What follows belongs to an exercise in optimizing a design on an open flow for small area; a production flow would make more cautious choices.
For this run, only the layout was checked, not whether the RTL still works.
Power figures rest on the tool's default switching activity, not on a simulated workload.

[flow/config.mk]
export PLATFORM = sky130hd
export DESIGN_NAME = decode_stage
export DESIGN_NICKNAME = decode_stage
export VERILOG_FILES = /design/flow/design.v
export SDC_FILE = /design/flow/constraint.sdc
export NUM_CORES = 4
export LEC_CHECK = 0
export CAP_MARGIN = 20
export CORE_MARGIN = 2
export CORE_UTILIZATION = 40
export SETUP_SLACK_MARGIN = 0.4
export SLEW_MARGIN = 20
[flow/constraint.sdc]
create_clock -name core_clock -period 7.0 [get_ports {clk}]
set_input_delay 1.4000 -clock core_clock [delete_from_list [all_inputs] [get_ports {clk}]]
set_output_delay 1.4000 -clock core_clock [all_outputs]
set_load 0.01 [all_outputs]
[flow/design.v]
`default_nettype none
package decode_pkg;
    typedef logic [31:0] word_t;         
    typedef logic [4:0]  reg_addr_t;     
    typedef logic [3:0]  alu_op_t;       
    typedef logic [2:0]  dmem_info_t;    
    typedef logic [5:0]  opcode_t;
    typedef logic [5:0]  func_t;
    localparam alu_op_t alu_add = 4'h0;
    localparam alu_op_t alu_sub = 4'h1;
    localparam alu_op_t alu_and = 4'h2;
    localparam alu_op_t alu_or  = 4'h3;
    localparam alu_op_t alu_xor = 4'h4;
    localparam alu_op_t alu_slt = 4'h5;
    localparam alu_op_t alu_nop = 4'hf;
    localparam opcode_t op_rtype = 6'h00;
    localparam opcode_t op_fp    = 6'h01;    
    localparam opcode_t op_j     = 6'h02;
    localparam opcode_t op_jal   = 6'h03;
    localparam opcode_t op_beqz  = 6'h04;
    localparam opcode_t op_bnez  = 6'h05;
    localparam opcode_t op_addi  = 6'h08;
    localparam opcode_t op_andi  = 6'h0c;
    localparam opcode_t op_ori   = 6'h0d;
    localparam opcode_t op_xori  = 6'h0e;
    localparam opcode_t op_jr    = 6'h12;
    localparam opcode_t op_jalr  = 6'h13;
    localparam func_t fn_add = 6'h20;
    localparam func_t fn_sub = 6'h22;
    localparam func_t fn_and = 6'h24;
    localparam func_t fn_or  = 6'h25;
    localparam func_t fn_xor = 6'h26;
    localparam func_t fn_slt = 6'h2a;
    localparam reg_addr_t link_reg  = 5'd31;
    localparam word_t     link_step = 32'd4;
    typedef struct packed {
        logic reg_write;     
        logic fp_write;      
        logic mem_read;
        logic mem_write;
        logic imm_src;       
        logic link;          
        logic branch;        
    } ctrl_t;
    typedef struct packed {
        logic      valid;
        logic      fp;
        reg_addr_t addr;
        word_t     value;
    } fwd_t;
    typedef struct packed {
        logic      we;
        logic      fp;       
        reg_addr_t addr;
        word_t     data;
    } wb_t;
    typedef struct packed {
        ctrl_t      ctrl;
        alu_op_t    alu_op;
        word_t      op_a;
        word_t      op_b;
        word_t      imm;
        dmem_info_t dmem;
        reg_addr_t  dest;
        reg_addr_t  src_a;
        reg_addr_t  src_b;
    } id_ex_t;
endpackage
`default_nettype wire
`default_nettype none
module decode_control #(
    parameter int unsigned LINK_BUBBLES = 2,
    parameter int unsigned LOAD_BUBBLES = 9
) (
    input  logic                   clk,
    input  logic                   reset,
    input  logic                   stall,
    input  decode_pkg::word_t      instruction,
    output decode_pkg::ctrl_t      ctrl,
    output decode_pkg::alu_op_t    alu_op,
    output decode_pkg::dmem_info_t dmem,
    output logic                   insert_bubble,
    output logic                   fetch_hold
);
    localparam int unsigned MAX_BUBBLES =
        (LOAD_BUBBLES > LINK_BUBBLES) ? LOAD_BUBBLES : LINK_BUBBLES;
    localparam int CNT_W = $clog2(MAX_BUBBLES + 2);
    typedef logic [CNT_W-1:0] cnt_t;
    typedef enum logic [1:0] {
        st_idle,
        st_link_wait,
        st_load_wait
    } state_t;
    state_t                state;
    cnt_t                  count;        
    decode_pkg::opcode_t   opcode;
    decode_pkg::func_t     func;
    decode_pkg::alu_op_t   func_op;
    function automatic decode_pkg::alu_op_t func_to_alu(input decode_pkg::func_t fn);
        decode_pkg::alu_op_t op;
        case (fn)
            decode_pkg::fn_add: op = decode_pkg::alu_add;
            decode_pkg::fn_sub: op = decode_pkg::alu_sub;
            decode_pkg::fn_and: op = decode_pkg::alu_and;
            decode_pkg::fn_or:  op = decode_pkg::alu_or;
            decode_pkg::fn_xor: op = decode_pkg::alu_xor;
            decode_pkg::fn_slt: op = decode_pkg::alu_slt;
            default:            op = decode_pkg::alu_nop;    
        endcase
        func_to_alu = op;
    endfunction
    assign opcode  = instruction[31:26];
    assign func    = instruction[5:0];
    assign func_op = func_to_alu(func);
    always_comb
    begin
        ctrl   = '0;
        alu_op = decode_pkg::alu_nop;
        dmem   = '0;
        case (opcode)
            decode_pkg::op_rtype:
            begin
                ctrl.reg_write = (func_op != decode_pkg::alu_nop);
                alu_op         = func_op;
            end
            decode_pkg::op_fp:
            begin
                ctrl.fp_write = (func_op != decode_pkg::alu_nop);
                alu_op        = func_op;
            end
            decode_pkg::op_addi, decode_pkg::op_andi,
            decode_pkg::op_ori, decode_pkg::op_xori:
            begin
                ctrl.reg_write = 1'b1;
                ctrl.imm_src   = 1'b1;
                case (opcode)
                    decode_pkg::op_andi: alu_op = decode_pkg::alu_and;
                    decode_pkg::op_ori:  alu_op = decode_pkg::alu_or;
                    decode_pkg::op_xori: alu_op = decode_pkg::alu_xor;
                    default:             alu_op = decode_pkg::alu_add;
                endcase
            end
            decode_pkg::op_beqz, decode_pkg::op_bnez:
                ctrl.branch = 1'b1;                  
            decode_pkg::op_jal, decode_pkg::op_jalr:
            begin
                ctrl.reg_write = 1'b1;
                ctrl.link      = 1'b1;
                alu_op         = decode_pkg::alu_add;    
            end
            default:
            begin
                if (opcode[5:4] == 2'b10)            
                begin
                    ctrl.reg_write = ~opcode[3];
                    ctrl.mem_read  = ~opcode[3];
                    ctrl.mem_write = opcode[3];
                    ctrl.imm_src   = 1'b1;
                    alu_op         = decode_pkg::alu_add;
                    dmem           = opcode[2:0];
                end
            end
        endcase
    end
    always_ff @(posedge clk)
    begin
        if (reset)
        begin
            state <= st_idle;
            count <= '0;
        end
        else if (!stall)
        begin
            case (state)
                st_idle:
                begin
                    if (ctrl.link && LINK_BUBBLES != 0)
                    begin
                        state <= st_link_wait;
                        count <= cnt_t'(LINK_BUBBLES);
                    end
                    else if (ctrl.mem_read && LOAD_BUBBLES != 0)
                    begin
                        state <= st_load_wait;
                        count <= cnt_t'(LOAD_BUBBLES);
                    end
                end
                st_link_wait, st_load_wait:
                begin
                    count <= count - 1'b1;
                    if (count == cnt_t'(1))
                        state <= st_idle;            
                end
                default:
                    state <= st_idle;
            endcase
        end
    end
    assign insert_bubble = (count != '0);
    assign fetch_hold    = (state != st_idle);
endmodule
`default_nettype wire
`default_nettype none
module reg_file #(
    parameter bit HARD_ZERO = 1'b1
) (
    input  logic                  clk,
    input  logic                  reset,
    input  logic                  we,
    input  decode_pkg::reg_addr_t wr_addr,
    input  decode_pkg::word_t     wr_data,
    input  decode_pkg::reg_addr_t rd_addr_a,
    input  decode_pkg::reg_addr_t rd_addr_b,
    output decode_pkg::word_t     rd_data_a,
    output decode_pkg::word_t     rd_data_b
);
    decode_pkg::word_t regs [32];
    logic              wr_en;
    assign wr_en = we && !(HARD_ZERO && wr_addr == '0);     
    always_ff @(posedge clk)
    begin
        if (reset)
        begin
            for (int i = 0; i < 32; i++)
                regs[i] <= '0;
        end
        else if (wr_en)
        begin
            regs[wr_addr] <= wr_data;
        end
    end
    assign rd_data_a = (HARD_ZERO && rd_addr_a == '0)   ? '0 :
                       (wr_en && wr_addr == rd_addr_a) ? wr_data :
                                                         regs[rd_addr_a];
    assign rd_data_b = (HARD_ZERO && rd_addr_b == '0)   ? '0 :
                       (wr_en && wr_addr == rd_addr_b) ? wr_data :
                                                         regs[rd_addr_b];
endmodule
`default_nettype wire
`default_nettype none
module branch_unit (
    input  decode_pkg::word_t   instruction,
    input  decode_pkg::word_t   pc_plus_four,
    input  decode_pkg::ctrl_t   ctrl,
    input  decode_pkg::word_t   rs_data,
    input  decode_pkg::fwd_t    fwd_ex,
    input  decode_pkg::fwd_t    fwd_mem,
    output logic                jump_taken,
    output decode_pkg::word_t   target
);
    decode_pkg::opcode_t   opcode;
    decode_pkg::reg_addr_t rs;
    decode_pkg::word_t     rs_value;      
    decode_pkg::word_t     branch_target;
    decode_pkg::word_t     jump_target;
    logic                  hit_ex;
    logic                  hit_mem;
    logic                  jump_imm;
    logic                  jump_reg;
    logic                  cond;
    assign opcode = instruction[31:26];
    assign rs     = instruction[25:21];
    assign hit_ex  = fwd_ex.valid && !fwd_ex.fp && fwd_ex.addr != '0 && fwd_ex.addr == rs;
    assign hit_mem = fwd_mem.valid && !fwd_mem.fp && fwd_mem.addr != '0 &&
                     fwd_mem.addr == rs;
    assign rs_value = hit_ex  ? fwd_ex.value :
                      hit_mem ? fwd_mem.value :
                                rs_data;
    assign jump_imm = (opcode == decode_pkg::op_j) || (opcode == decode_pkg::op_jal);
    assign jump_reg = (opcode == decode_pkg::op_jr) || (opcode == decode_pkg::op_jalr);
    assign cond = (rs_value == '0) ^ instruction[26];
    assign branch_target = pc_plus_four + {{16{instruction[15]}}, instruction[15:0]};
    assign jump_target   = pc_plus_four + {{6{instruction[25]}}, instruction[25:0]};
    assign jump_taken = jump_imm || jump_reg || (ctrl.branch && cond);
    assign target = jump_reg ? rs_value :
                    jump_imm ? jump_target :
                               branch_target;
endmodule
`default_nettype wire
`default_nettype none
module operand_latch (
    input  logic                   clk,
    input  logic                   reset,
    input  logic                   stall,
    input  logic                   insert_bubble,
    input  decode_pkg::word_t      instruction,
    input  decode_pkg::word_t      pc_plus_four,
    input  decode_pkg::ctrl_t      ctrl,
    input  decode_pkg::alu_op_t    alu_op,
    input  decode_pkg::dmem_info_t dmem,
    input  decode_pkg::word_t      int_a,
    input  decode_pkg::word_t      int_b,
    input  decode_pkg::word_t      fp_a,
    input  decode_pkg::word_t      fp_b,
    output decode_pkg::id_ex_t     id_ex
);
    decode_pkg::opcode_t   opcode;
    decode_pkg::reg_addr_t rs;
    decode_pkg::reg_addr_t rt;
    decode_pkg::reg_addr_t rd;
    decode_pkg::reg_addr_t dest;
    decode_pkg::word_t     op_a;
    decode_pkg::word_t     op_b;
    decode_pkg::word_t     imm;
    logic                  zero_ext;
    assign opcode = instruction[31:26];
    assign rs     = instruction[25:21];
    assign rt     = instruction[20:16];
    assign rd     = instruction[15:11];
    assign zero_ext = (opcode == decode_pkg::op_andi) || (opcode == decode_pkg::op_ori) ||
                      (opcode == decode_pkg::op_xori);
    assign imm = {{16{instruction[15] & ~zero_ext}}, instruction[15:0]};
    assign op_a = ctrl.link     ? pc_plus_four :
                  ctrl.fp_write ? fp_a :
                                  int_a;
    assign op_b = ctrl.link     ? decode_pkg::link_step :
                  ctrl.fp_write ? fp_b :
                                  int_b;
    always_comb
    begin
        if (!(ctrl.reg_write || ctrl.fp_write))
            dest = '0;                           
        else if (ctrl.link)
            dest = decode_pkg::link_reg;
        else if (opcode == decode_pkg::op_rtype || opcode == decode_pkg::op_fp)
            dest = rd;
        else
            dest = rt;
    end
    always_ff @(posedge clk)
    begin
        if (reset)
        begin
            id_ex.ctrl   <= '0;
            id_ex.alu_op <= decode_pkg::alu_nop;
        end
        else if (!stall)
        begin
            id_ex.ctrl   <= insert_bubble ? '0 : ctrl;
            id_ex.alu_op <= insert_bubble ? decode_pkg::alu_nop : alu_op;
        end
    end
    always_ff @(posedge clk)
    begin
        if (!stall)
        begin
            if (insert_bubble)
            begin
                id_ex.op_a  <= '0;
                id_ex.op_b  <= '0;
                id_ex.imm   <= '0;
                id_ex.dmem  <= '0;
                id_ex.dest  <= '0;
                id_ex.src_a <= '0;
                id_ex.src_b <= '0;
            end
            else
            begin
                id_ex.op_a  <= op_a;
                id_ex.op_b  <= op_b;
                id_ex.imm   <= imm;
                id_ex.dmem  <= dmem;
                id_ex.dest  <= dest;
                id_ex.src_a <= ctrl.link ? '0 : rs;   
                id_ex.src_b <= ctrl.link ? '0 : rt;
            end
        end
    end
endmodule
`default_nettype wire
`default_nettype none
module decode_stage #(
    parameter int unsigned LINK_BUBBLES = 2,
    parameter int unsigned LOAD_BUBBLES = 9
) (
    input  logic               clk,
    input  logic               reset,
    input  decode_pkg::word_t  instruction,
    input  decode_pkg::word_t  pc_plus_four,
    input  logic               stall,
    input  decode_pkg::wb_t    wb,
    input  decode_pkg::fwd_t   fwd_ex,
    input  decode_pkg::fwd_t   fwd_mem,
    output decode_pkg::id_ex_t id_ex,
    output logic               jump_taken,
    output decode_pkg::word_t  target,
    output logic               fetch_hold
);
    decode_pkg::ctrl_t      ctrl;
    decode_pkg::alu_op_t    alu_op;
    decode_pkg::dmem_info_t dmem;
    logic                   insert_bubble;
    decode_pkg::word_t      int_a;
    decode_pkg::word_t      int_b;
    decode_pkg::word_t      fp_a;
    decode_pkg::word_t      fp_b;
    decode_control #(
        .LINK_BUBBLES (LINK_BUBBLES),
        .LOAD_BUBBLES (LOAD_BUBBLES)
    ) control (
        .clk           (clk),
        .reset         (reset),
        .stall         (stall),
        .instruction   (instruction),
        .ctrl          (ctrl),
        .alu_op        (alu_op),
        .dmem          (dmem),
        .insert_bubble (insert_bubble),
        .fetch_hold    (fetch_hold)
    );
    reg_file #(.HARD_ZERO(1'b1)) int_regs (
        .clk       (clk),
        .reset     (reset),
        .we        (wb.we && !wb.fp),
        .wr_addr   (wb.addr),
        .wr_data   (wb.data),
        .rd_addr_a (instruction[25:21]),
        .rd_addr_b (instruction[20:16]),
        .rd_data_a (int_a),
        .rd_data_b (int_b)
    );
    reg_file #(.HARD_ZERO(1'b0)) fp_regs (       
        .clk       (clk),
        .reset     (reset),
        .we        (wb.we && wb.fp),
        .wr_addr   (wb.addr),
        .wr_data   (wb.data),
        .rd_addr_a (instruction[25:21]),
        .rd_addr_b (instruction[20:16]),
        .rd_data_a (fp_a),
        .rd_data_b (fp_b)
    );
    branch_unit branch (
        .instruction  (instruction),
        .pc_plus_four (pc_plus_four),
        .ctrl         (ctrl),
        .rs_data      (int_a),
        .fwd_ex       (fwd_ex),
        .fwd_mem      (fwd_mem),
        .jump_taken   (jump_taken),
        .target       (target)
    );
    operand_latch latch (
        .clk           (clk),
        .reset         (reset),
        .stall         (stall),
        .insert_bubble (insert_bubble),
        .instruction   (instruction),
        .pc_plus_four  (pc_plus_four),
        .ctrl          (ctrl),
        .alu_op        (alu_op),
        .dmem          (dmem),
        .int_a         (int_a),
        .int_b         (int_b),
        .fp_a          (fp_a),
        .fp_b          (fp_b),
        .id_ex         (id_ex)
    );
endmodule
`default_nettype wire
[flow/run.sh]
#!/bin/bash
# synth_recipe.tcl (not shown) runs the flow's synth.tcl, then flattens the netlist and writes it again
# the make line also repeats each setting of config.mk as NAME=value (left out here)
make -C /OpenROAD-flow-scripts/flow DESIGN_CONFIG=/design/flow/config.mk WORK_HOME=/design/flow/orfs CLKGATE_MAP_FILE= SYNTH_SCRIPT=/design/flow/synth_recipe.tcl finish
==> summary.md <==
| Metric | Value |
|---|---|
| Status | timing/DRC/antenna clean |
| Switching share of power | 27.1% |
| Final WL | 486,000 um |
| Core area | between 0.2 and 0.3 sq mm |
| Synth Area in Compound Gates | approximately 3.4% |
| Fin crit share | a little over nine tenths |
| Static leakage | between 40 and 50 nW |
| Critical Path Sink | jump_taken |
| Post-synth ARST share | 0% |
| R2R setup slack | between 3 and 4 ns |
| Ports | between 300 and 400 |
| Largest cells by area after synthesis | edfxtp_1, mux4_2, and2_1 |
| Cells after Synth | between 7,000 and 8,000 |
| Clock buffer depth | 4 |
| Die area | ~0.3 sq mm |
| Inst Count DP | about 12,000 |
| Final setup margin | a little over 0.3 ns |
| CTS Hold Bufs | 0 |
| Post-synth top area cell | edfxtp_1 |
| Final Non-Filler Cells | 12,300 |
| Most common cell after layout, fill and taps aside | edfxtp_1 |
| TNS Setup | 0 ns |
| CP max FO | 15 |
| Final min period | 6.69 ns |
| Post-synth top area share | between 50% and 60% |
| Top cell by count, worst path | nand4_1 |
| Worst flop-to-flop path endpoint | latch.id_ex[108] |
| Max-slew violation count | 0 |
| Number of global-route vias before repair | roughly 80,000 |
| Post-Synthesis Cell Area | 0.118 sq mm |
| Register area share after synthesis | 54.8% |
| Total CTS buffers | between 200 and 250 |
| WP data required | roughly 5.6 ns |
| Post-DR wirelength/cell | 39.6 um |
| Drt first-iter violations | about 13,000 |
| DR vias/cell | approximately 6.5 |
| Antenna-violating nets left | 0 |
| Fillers | roughly 25,000 |
| Max IR drop VDD | ~220 uV |
| Internal power | between 20 and 25 mW |
| Worst reg-to-reg path cell count | 8 |
| RSZ-0062 raised after global routing | true |
| Post-synthesis mux area share | a little under a quarter |
| First-pass GRT wire length | ~660,000 um |
| Max Cap Violations | 0 |
| Clk latency of the worst-skew pair | ~0.92 ns |
| Die height | 548 um |
| Design Power | between 30 and 40 mW |
| EDFF count, synth | between 2,000 and 2,500 |
| Yosys cell types | 83 |
| Post-synth top flop | edfxtp_1 |
| Clock-pin slew on the worst setup and hold paths | ~0.060 ns |
| Crit path cell chain | buf_12 > bufbuf_16 > buf_4 > mux4_2 > o22ai_1 > nor2_1 > nand4_1 > a31oi_1 > a211oi_1 > nand4_1 > nor4_4 > xnor2_1 > o21ai_2 > clkdlybuf4s15_2 |
| Num Clock Sinks | around 2,200 |
| Clk_skew | roughly 0.045 ns |
| Most frequent cells in the layout | edfxtp_1, and2_1, mux4_2, buf_4, clkdlybuf4s50_1 |
| Clock power share | between 30% and 40% |
| Critical path origin | instruction[21] |
| Synth warn | 4 |
| Die Width | 548 um |
| Synthesis-stage register bit count | 2,164 |
| Max_slew headroom | ~18% |
| Main combinational cell family by area after synthesis | multiplexers |
| Syn Area/Cell | between 15 and 20 sq um |
| Largest net degree at the start of global routing | 99 |
| Multi-input gate area | 0.0502 sq mm |
| GRT Residual Overflow | 0 |
| Starting Density | 40.2% |
| Comb power frac | between 10% and 20% |
| Gr usage total | approximately a third |
| Synth Area in Simple Gates | between 10% and 20% |
| DP Area | approximately 0.13 sq mm |
| Switching Power | about 8.9 mW |
| Synth Area in Adders | 0.398% |
| FF-to-FF Start | fp_regs.regs[31][26] |
| H-tree depth | 4 |
| Hold Path Class | register to register |
| Final net count | between 8,000 and 9,000 |
| FP Rows | a little under 200 |
| Cell depth of the worst setup path | 14 |
| Via count | 80,000 |
| Crit Path Category | primary input to primary output |
| Routability cong. | ~1 |
| Endpoint class of the critical path | primary output |
| Residual DRC | 0 |
| Dpl ws | -0.209 ns |
| CP max stage cell | o22ai_1 |
| PwrDens | between 200 and 250 mW/mm^2 |
| Design Area, Final | between 0.1 and 0.15 sq mm |
| Fmax | between 100 and 150 MHz |
| Port bufs | around 340 |
| Max stage delay on crit path | between 0.5 and 0.6 ns |
| Dpl hpwl | roughly 310,000 um |
| Post-Synth XOR/XNOR Area | less than 1% |
| CTS root buffer | clkbuf_16 |
| Antenna violations before repair | 49 |
| Storage element area | roughly 0.065 sq mm |
| Worst-Margin Slew | 1.23 ns |
| Fraction of layout cells with a size suffix above 1 | between 20% and 30% |
| Final hold violations | 0 |
| Seq pwr share | 46.6% |
| CTS tree | done |
| Final setup viols | 0 |
| DR pass1 iterations | 6 |
| CP top delay family | simple AND/OR/NAND/NOR gates |
| Buf+Inv Stages, Crit Path | 4 |
| P&R area growth vs syn | 14.6% |
| CP startpoint kind | primary input |
| Critical Path AT | roughly 5.3 ns |
[layer usage]
layer	vias up	global-route usage (%)	share of wire, %
met5	-	0	0.017
met4	14	17.6	6.6
met3	1180	10.9	14
met2	5898	48.1	44
met1	42000	40.8	36
li1	30900	-	-
[area by class of cell]
type / instances / area share (%)
inverters: 26 / 0.0776
well taps: 3919 / 3.62
flip-flops and latches: 2164 / 47.8
multi-input cells: 4837 / 37.0
clock inverters: 134 / 0.830
clock buffers: 289 / 4.56
repair buffers: 904 / 6.00
diodes: 13 / 0.0240
[kinds of logic after synthesis]
kind of cell | Yosys count
xor+xnor | 48
mux | 1340
simple gates | 2783
flops | 2164
compound gates | 597
other cells | 1
fa+ha+maj | 37
buf+inv | 903
[worst register-to-register path, stage by stage (launching register included)]
cell	delay, ns
edfxtp_1	0.38
mux4_2	0.49
mux4_2	0.64
mux2i_1	0.23
buf_4	0.19
a21oi_1	0.22
a221oi_1	0.74
buf_4	0.22
nor3_1	0.08
[cell usage after synthesis, drive strengths merged (12+ instances only)]
library cell  count
edfxtp         2147
and2           1979
mux4           1170
clkbuf          658
nand2           243
buf             219
nor2            204
a21oi           149
mux2i           146
nor3            115
o211ai           78
or2              68
o21ai            62
o22ai            57
nand3            47
a211oi           44
a22oi            41
ha               36
nand4            35
inv              26
o22a             25
mux2             24
xnor2            24
xor2             24
a221oi           21
o2111ai          18
dfxtp            17
a21o             14
and3             14
a31oi            13
o221ai           13
nor4             12
[power groups by stage]
stage,registers [mW],logic [mW],clock network (mW)
final,15.3,5.33,12.3
after global routing,15.4,5.39,12.8
after CTS,15.3,5.17,12.3
after detailed placement,15.6,5.12,0
after global placement,15.5,5.12,0
after floorplan,15.5,2.63,0
[registers in the layout, indices dropped and copies added (netlist names)]
| name | flops |
|---|---|
| fp_regs.regs | 1024 |
| int_regs.regs | 1024 |
| latch.id_ex | 110 |
| control.count | 4 |
| control.state | 2 |
[how the worst min path moves through the flow]
stage | startpoint | end | slack [ns] | depth (start not counted)
finish | latch.id_ex[117] | latch.id_ex[117] | 0.46 | 2
detailed placement | latch.id_ex[117] | latch.id_ex[117] | 0.45 | 2
global placement | latch.id_ex[117] | latch.id_ex[117] | 0.45 | 2
global route | latch.id_ex[117] | latch.id_ex[117] | 0.49 | 2
CTS | latch.id_ex[117] | latch.id_ex[117] | 0.46 | 2
floorplan | control.state[0] | control.state[0] | 0.46 | 2
[through the flow]
stage                     hold WS, ns  utilization (%)
after detailed placement        0.446             43.4
after floorplan                 0.463                -
after CTS                       0.457             46.0
after global placement          0.448             43.4
final                           0.458             46.1
after global routing            0.491             46.1
[what timing repair did]
action	CTS	global route
setup buffers	1	1
pin swaps	6	7
setup endpoints to repair	19	18
gates cloned	4	0
gates resized for setup	54	34

separate check: timing with driven ports:
No port has a modelled driver above. Below, the same layout with a new extraction and two added sets of constraints.
Step 1: set_driving_cell puts a clkbuf_16 on clk and a buf_2 on each other input, an assumption about the parent block.
Step 2 also shifts input and output timing later by t, the mid clock arrival at the registers, as if the neighbouring blocks saw the same clock.
Three values: ideal, step 1, step 2; two values: the first two.
t, ns: 1.004
slack for setup (ns): 0.307 / 0.233 / 0.205
worst setup path after step 2: input to register
latest minus earliest clock arrival (ns): 0.053 / 0.053
slew at the worst register clock pin (ns): 0.07 / 0.07
After both steps this run still meets setup and hold. The setup slack of this run moves by -0.074 ns with the drivers and by -0.102 ns with both steps.
